Context: an optimization exercise on an open-source flow, tuned for small area. The choices shown serve that exercise and are no tape-out recipe. Only simulation tests tie the RTL to the original design; equivalence was not proved. No driver is modelled on the clock port, so clocking that relies on it looks cheaper here than on a real chip. Power figures rest on the tool's default switching activity, not on a simulated workload.

Design speckle_sensor_controller, start of the top module:
module speckle_sensor_controller
#(
    parameter int COLS    = DEF_COLS,
    parameter int ROWS    = DEF_ROWS,
    parameter int NB_DATA = DEF_NB_DATA,
    parameter int CLK_DIV = DEF_CLK_DIV
) (
    input  logic               clk,
    input  logic               i_rst,
    input  logic               i_start,
    input  logic               i_mode,       
    input  logic [NB_DATA-1:0] i_adc_val,
    input  logic               i_adc_done,
    input  logic [NB_DATA-1:0] i_umbral,
    output logic               o_adc_trigger,
    output logic               o_chip_col_data,
    output logic               o_chip_col_clk,
    output logic               o_chip_key_wren,
    output logic               o_busy,
    output logic               o_done
);
Size: roughly 8300 cells after synthesis, about 35 I/O pins, about 150000 µm² of cells after synthesis.
clock: 10.0 ns
lec_check: 0
cap_margin: 20
core_margin: 2
core_utilization: 60
cts_buf_list: sky130_fd_sc_hd__clkbuf_16
cts_cluster_diameter: 80
cts_cluster_size: 32
place_density: 0.64
slew_margin: 20
standard.sh (not shown) runs the stock make flow with config.mk's settings and CLKGATE_MAP_FILE= SYNTH_SCRIPT=/design/flow/synth_recipe.tcl, a recipe that flattens the netlist after the stock synthesis.
==> flow/flow/run.sh <==
#!/bin/bash
# The standard layout (standard.sh: ORFS from synthesis to finish) with
# these changes, all outside ORFS's scripts:
#  - each port gets a sky130_fd_sc_hd__buf_1 as its buffer (ORFS's default pick
#    here is the larger clkdlybuf4s50_1);
#  - clock tree synthesis clusters up to 36 flip-flops per leaf buffer and adds
#    no dummy loads to the leaf clock nets;
#  - after the cts step, post_cts.tcl splits any leaf clock net whose estimated
#    clock-pin slew is over 121 ps in two, each half with its own leaf buffer.
# Each tool's output goes to a log here: standard_cts.log, post_cts.log and
# standard_finish.log (make), with ORFS's per-step logs under orfs/logs/.
set -euo pipefail
here=$(pwd)
export BUFFER_PORTS_ARGS="-buffer_cell sky130_fd_sc_hd__buf_1"
export CTS_ARGS="-sink_clustering_enable -repair_clock_nets -buf_list sky130_fd_sc_hd__clkbuf_16 -sink_clustering_size 36 -sink_clustering_max_diameter 80 -dont_use_dummy_load"
bash standard.sh cts > standard_cts.log 2>&1
RESULTS="$here/orfs/results/$FLOW_PLATFORM/speckle_sensor_controller/base" \
LIB="$FLOW_HOME/platforms/$FLOW_PLATFORM/lib/sky130_fd_sc_hd__tt_025C_1v80.lib" \
PLATFORM_DIR="$FLOW_HOME/platforms/$FLOW_PLATFORM" \
SPLIT_SLEW_NS=0.121 \
  openroad -no_init -exit "$here/flow/post_cts.tcl" > post_cts.log 2>&1
bash standard.sh finish > standard_finish.log 2>&1
Other scripts of this flow, unchanged in this note and not shown: flow/flow/post_cts.tcl, flow/flow/split_leaves.tcl
Next try:
--- a/flow/design.v
+++ b/flow/design.v
@@ -119,15 +119,15 @@
                 end else begin
                     row_cnt <= row_cnt + 1'b1;
                 end
             end
         end
     end
     assign o_adc_trigger = (state == SEQ_TRIG);
-    assign o_wr_en       = (state == SEQ_WAIT_ADC) && i_adc_done && !i_rst;
+    assign o_wr_en       = (state == SEQ_WAIT_ADC) && i_adc_done;
     assign o_wr_data     = i_adc_val;
     assign o_rd_en       = (state == SEQ_READ) && i_shift_idle;
     assign o_wr_first = (row_cnt == '0) && (col_cnt == '0);
     assign o_wr_last  = last_pixel;
     assign o_scan_start = start_ok && !i_rst && (i_mode == MODE_SCAN);
     assign o_col_last = row_last;
     assign o_busy = (state != SEQ_IDLE) && (state != SEQ_DONE);
@@ -229,15 +229,15 @@
             head_q <= i_wr_data;
         end else if (ext) begin
             head_q <= tail ^ {NB_DATA{flip}};
         end
     end
     always_ff @(posedge clk) begin
         ext_pend   <= ext_pend_d;
-        o_rd_valid <= i_rd_en && !i_rst;      
+        o_rd_valid <= i_rd_en;                
     end
     assign o_rd_data = head_q;
 endmodule
 `timescale 1ns/1ps
 import speckle_pkg::*;
 module key_shifter
 #(
=> The changed run completed without violations; setup slack degrades by 92 ps; via count went up by 0.30%; sequential share of layout area hardly moves; utilization barely changes; maximum frequency went down by 2.2%; power hardly moves; synthesized cell count stays flat.

--- another note on this design; it stands on its own ---

==> flow/design.v (excerpt) <==
module speckle_sensor_controller
#(
    parameter int COLS    = DEF_COLS,
    parameter int ROWS    = DEF_ROWS,
    parameter int NB_DATA = DEF_NB_DATA,
    parameter int CLK_DIV = DEF_CLK_DIV
) (
    input  logic               clk,
    input  logic               i_rst,
    input  logic               i_start,
    input  logic               i_mode,       
    input  logic [NB_DATA-1:0] i_adc_val,
    input  logic               i_adc_done,
    input  logic [NB_DATA-1:0] i_umbral,
    output logic               o_adc_trigger,
    output logic               o_chip_col_data,
    output logic               o_chip_col_clk,
    output logic               o_chip_key_wren,
    output logic               o_busy,
    output logic               o_done
);
    logic               wr_en;
    logic [NB_DATA-1:0] wr_data;
    logic               wr_first;
    logic               wr_last;
    logic               scan_start;
    logic               rd_en;
    logic               col_last;
    logic               rd_valid;
    logic [NB_DATA-1:0] rd_data;
    logic               shift_idle;    
    pixel_sequencer #(
  ...
clock: 10.0 ns
lec_check: 0
cap_margin: 20
core_margin: 2
core_utilization: 60
cts_buf_list: sky130_fd_sc_hd__clkbuf_16
cts_cluster_diameter: 80
cts_cluster_size: 32
place_density: 0.64
slew_margin: 20
run.sh (not shown) runs the stock make flow with config.mk's settings and CLKGATE_MAP_FILE= SYNTH_SCRIPT=/design/flow/synth_recipe.tcl, a recipe that flattens the netlist after the stock synthesis.
Next try:
Settings changed: CORE_UTILIZATION 60 to 80, CTS_CLUSTER_SIZE 32 to 30, PLACE_DENSITY 0.64 to 0.88.
The changed run failed in clock tree synthesis (DPL-0033).
Synthesized cell count is unchanged.
Area after synthesis is unchanged.
Next try:
==> flow/flow/run.sh (new file) <==
#!/bin/bash
# The standard layout (standard.sh: ORFS from synthesis to finish) with two
# changes, both passed to ORFS through its own variables:
#  - each port gets a sky130_fd_sc_hd__buf_1 as its buffer (ORFS's default pick
#    here is the larger clkdlybuf4s50_1);
#  - clock tree synthesis adds no dummy loads to the leaf clock nets.
# The make output goes to standard_flow.log; ORFS keeps each step's log under
# orfs/logs/.
set -euo pipefail
export BUFFER_PORTS_ARGS="-buffer_cell sky130_fd_sc_hd__buf_1"
export CTS_ARGS="-sink_clustering_enable -repair_clock_nets -buf_list sky130_fd_sc_hd__clkbuf_16 -sink_clustering_size 32 -sink_clustering_max_diameter 80 -dont_use_dummy_load"
bash standard.sh finish > standard_flow.log 2>&1
==> flow/standard.sh (new file) <==
#!/bin/bash
# synth_recipe.tcl (not shown) runs the flow's synth.tcl, then flattens the netlist and writes it again
# the make line also repeats each setting of config.mk as NAME=value (left out here)
make -C /OpenROAD-flow-scripts/flow DESIGN_CONFIG=/design/flow/config.mk WORK_HOME=/design/flow/orfs CLKGATE_MAP_FILE= SYNTH_SCRIPT=/design/flow/synth_recipe.tcl "${@:-finish}"
Settings changed: CORE_UTILIZATION 80 to 60, CTS_CLUSTER_SIZE 30 to 32, PLACE_DENSITY 0.88 to 0.64.
removed: flow/run.sh
=> The new run completed without violations; synthesized cell count is unchanged; synthesized area stays the same.
Next try:
==> flow/run.sh (new file) <==
#!/bin/bash
# synth_recipe.tcl (not shown) runs the flow's synth.tcl, then flattens the netlist and writes it again
# the make line also repeats each setting of config.mk as NAME=value (left out here)
make -C /OpenROAD-flow-scripts/flow DESIGN_CONFIG=/design/flow/config.mk WORK_HOME=/design/flow/orfs CLKGATE_MAP_FILE= SYNTH_SCRIPT=/design/flow/synth_recipe.tcl finish
Settings changed: CTS_CLUSTER_SIZE 32 to 30.
removed: flow/flow/run.sh
removed: flow/standard.sh
After rerunning:
- utilization increases by 0.68 points
- synthesized area is unchanged
- power increases by 2.2%
- via count increases by 0.75%
- final cell count increases by 0.60%

-- re-timing with driven ports --
No port has a modelled driver above. Below, the same layouts with a new extraction and two added sets of constraints.
Step 1 assumes that a clkbuf_16 drives the clock port and a buf_2 every other input.
Step 2 also shifts input and output timing later by t, the mid clock arrival at the registers, as if the neighbouring blocks saw the same clock.
Slacks: ideal ports / drivers / drivers and shift; pairs: ideal ports / drivers.
run | t (ns) | setup WS [ns] | hold slack, ns
the first run of note 1 | 0.922 | 5.883 / 5.798 / 5.730 | 0.273 / 0.273 / 0.273
the second run of note 1 | 0.923 | 5.790 / 5.704 / 6.202 | 0.264 / 0.264 / 0.264
the first run of note 2 | 0.952 | 5.321 / 5.239 / 5.313 | 0.310 / 0.309 / 0.309
the third run of note 2 | 0.927 | 5.838 / 5.753 / 5.700 | 0.280 / 0.280 / 0.280
the fourth run of note 2 | 0.982 | 5.340 / 5.254 / 5.274 | 0.301 / 0.301 / 0.301
After both steps every run listed still meets setup and hold. The setup slack of the first run of note 1, which loses most, moves by -0.085 ns with the drivers and by -0.153 ns with both steps.
